Source: an optimization exercise on an open RTL-to-GDS flow (aim: small area, a short achievable clock period and few clock cycles per item). Production flows keep margins and buffers that such runs may drop. The RTL was checked by simulation tests, not by an equivalence proof against the original design. Power and IR drop assume default switching activity.

## conv3x3_stream
module conv3x3_stream
#(
  parameter int DATA_W     = 8,
  parameter int COEF_W     = 8,
  parameter int NORM_SHIFT = 4
) (
  input  logic                  i_clk,
  input  logic                  i_rst,
  input  logic [9*DATA_W-1:0]   i_pixel_data,
  input  logic                  i_pixel_data_valid,
  input  logic                  i_pixel_data_last,
  output logic                  o_pixel_data_ready,
  output logic [DATA_W-1:0]     o_convolved_data,
  output logic                  o_convolved_data_valid,
  output logic                  o_convolved_data_last,
  output logic                  o_convolved_sat,
  input  logic                  i_out_ready,
  input  logic                  i_coef_we,
  input  logic [3:0]            i_coef_addr,
  input  logic [COEF_W-1:0]     i_coef_data,
  input  logic                  i_coef_commit,
  output logic                  o_cfg_pending
);
make LEC_CHECK=0 CAP_MARGIN=20 CORE_MARGIN=2 CORE_UTILIZATION=65 CTS_CLUSTER_DIAMETER=90 CTS_CLUSTER_SIZE=26 SETUP_SLACK_MARGIN=2.5 SLEW_MARGIN=20 SYNTH_HIERARCHICAL=1 finish   # period 5.0 ns
run.sh (not shown) runs the stock make flow with config.mk's settings and CLKGATE_MAP_FILE= SYNTH_SCRIPT=/design/flow/synth_recipe.tcl, a recipe that flattens the netlist after the stock synthesis.
The first run completed with no timing, DRC or antenna violations.
Testbench counts at the start, summed over its fixed seeds: cycles 4,136, items 4,096.
==> next run, changes <==
- SETUP_SLACK_MARGIN: 2.5 -> 2.4
Result: The changed run finished with timing, DRC and antenna clean. Via count is lower by 1.3%. Clock-buffer cell count is higher by 3. Die area does not change. Worst setup slack is worse by 0.096 ns. First-iteration DRC count is higher by 23%. Power is about the same. Global-route usage is lower by 0.23 points. Non-clock buffer count is lower by 49. Fmax is lower by 3.7%. Area after synthesis is unchanged. Hold slack is better by 0.0037 ns.


Starting RTL as in the previous note.
## conv3x3_stream
module conv3x3_stream
#(
  parameter int DATA_W     = 8,
  parameter int COEF_W     = 8,
  parameter int NORM_SHIFT = 4
) (
  input  logic                  i_clk,
  input  logic                  i_rst,
  input  logic [9*DATA_W-1:0]   i_pixel_data,
  input  logic                  i_pixel_data_valid,
  input  logic                  i_pixel_data_last,
  output logic                  o_pixel_data_ready,
  output logic [DATA_W-1:0]     o_convolved_data,
  output logic                  o_convolved_data_valid,
  output logic                  o_convolved_data_last,
  output logic                  o_convolved_sat,
  input  logic                  i_out_ready,
  input  logic                  i_coef_we,
  input  logic [3:0]            i_coef_addr,
  input  logic [COEF_W-1:0]     i_coef_data,
  input  logic                  i_coef_commit,
  output logic                  o_cfg_pending
);
==> flow/config.mk <==
export PLATFORM = sky130hd
export DESIGN_NAME = conv3x3_stream
export DESIGN_NICKNAME = conv3x3_stream
export VERILOG_FILES = /design/flow/design.v
export SDC_FILE = /design/flow/constraint.sdc
export NUM_CORES = 4
export LEC_CHECK = 0
export CAP_MARGIN = 10
export CORE_MARGIN = 2
export CORE_UTILIZATION = 65
export CTS_CLUSTER_DIAMETER = 90
export CTS_CLUSTER_SIZE = 26
export SETUP_SLACK_MARGIN = 2.5
export SLEW_MARGIN = 10
export SYNTH_HIERARCHICAL = 1
==> flow/constraint.sdc <==
create_clock -name core_clock -period 5.0 [get_ports {i_clk}]
set_input_delay 1.0000 -clock core_clock [delete_from_list [all_inputs] [get_ports {i_clk}]]
set_output_delay 1.0000 -clock core_clock [all_outputs]
set_load 0.01 [all_outputs]
Testbench counts at the start, summed over its fixed seeds: cycles 4,136, items 4,096.
==> next run, changes <==
--- a/flow/config.mk
+++ b/flow/config.mk
@@ -7,9 +7,9 @@
 export LEC_CHECK = 0
-export CAP_MARGIN = 10
+export CAP_MARGIN = 20
 export CORE_MARGIN = 2
 export CORE_UTILIZATION = 65
-export CTS_CLUSTER_DIAMETER = 90
-export CTS_CLUSTER_SIZE = 26
-export SETUP_SLACK_MARGIN = 2.5
-export SLEW_MARGIN = 10
+export CTS_CLUSTER_DIAMETER = 80
+export CTS_CLUSTER_SIZE = 22
+export SETUP_SLACK_MARGIN = 2.62
+export SLEW_MARGIN = 20
 export SYNTH_HIERARCHICAL = 1
Result: First-iteration DRC count goes up by 1.7%. Die area does not change. Cell count goes up by 0.89%. Maximum frequency is about the same. Synthesized area is unchanged. Final area goes up by 2.6%. Critical path depth is unchanged.

## port drivers added, routing unchanged
No port has a modelled driver above. Below, the same layouts with a new extraction and two added sets of constraints. Step 1: set_driving_cell puts a clkbuf_16 on i_clk and a buf_2 on each other input, an assumption about the parent block. Step 2, shift: input delay + t, output delay - t, t = (earliest + latest rising clock arrival at the registers) / 2. This alone moves slack from input paths to output paths. a / b / c = no drivers / after step 1 / after step 2; a / b = the first two.
| run | t, ns | setup WS [ns] | latest minus earliest clock arrival (ns) | worst data-port slew with drivers (ns) | cell pins on the clock port's net |
|---|---|---|---|---|---|
| the first run of note 1 | 0.639 | 2.471 / 2.471 / 1.868 | 0.028 / 0.028 | 0.10 | 1 |
| the second run of note 1 | 0.651 | 2.375 / 2.399 / 1.762 | 0.023 / 0.023 | 0.11 | 1 |
| the first run of note 2 | 0.639 | 2.471 / 2.471 / 1.868 | 0.028 / 0.028 | 0.10 | 1 |
| the second run of note 2 | 0.657 | 2.468 / 2.468 / 1.892 | 0.017 / 0.017 | 0.11 | 1 |
After both steps every run listed still meets setup and hold. The setup slack of the second run of note 1, which loses most, moves by +0.024 ns with the drivers and by -0.613 ns with both steps.
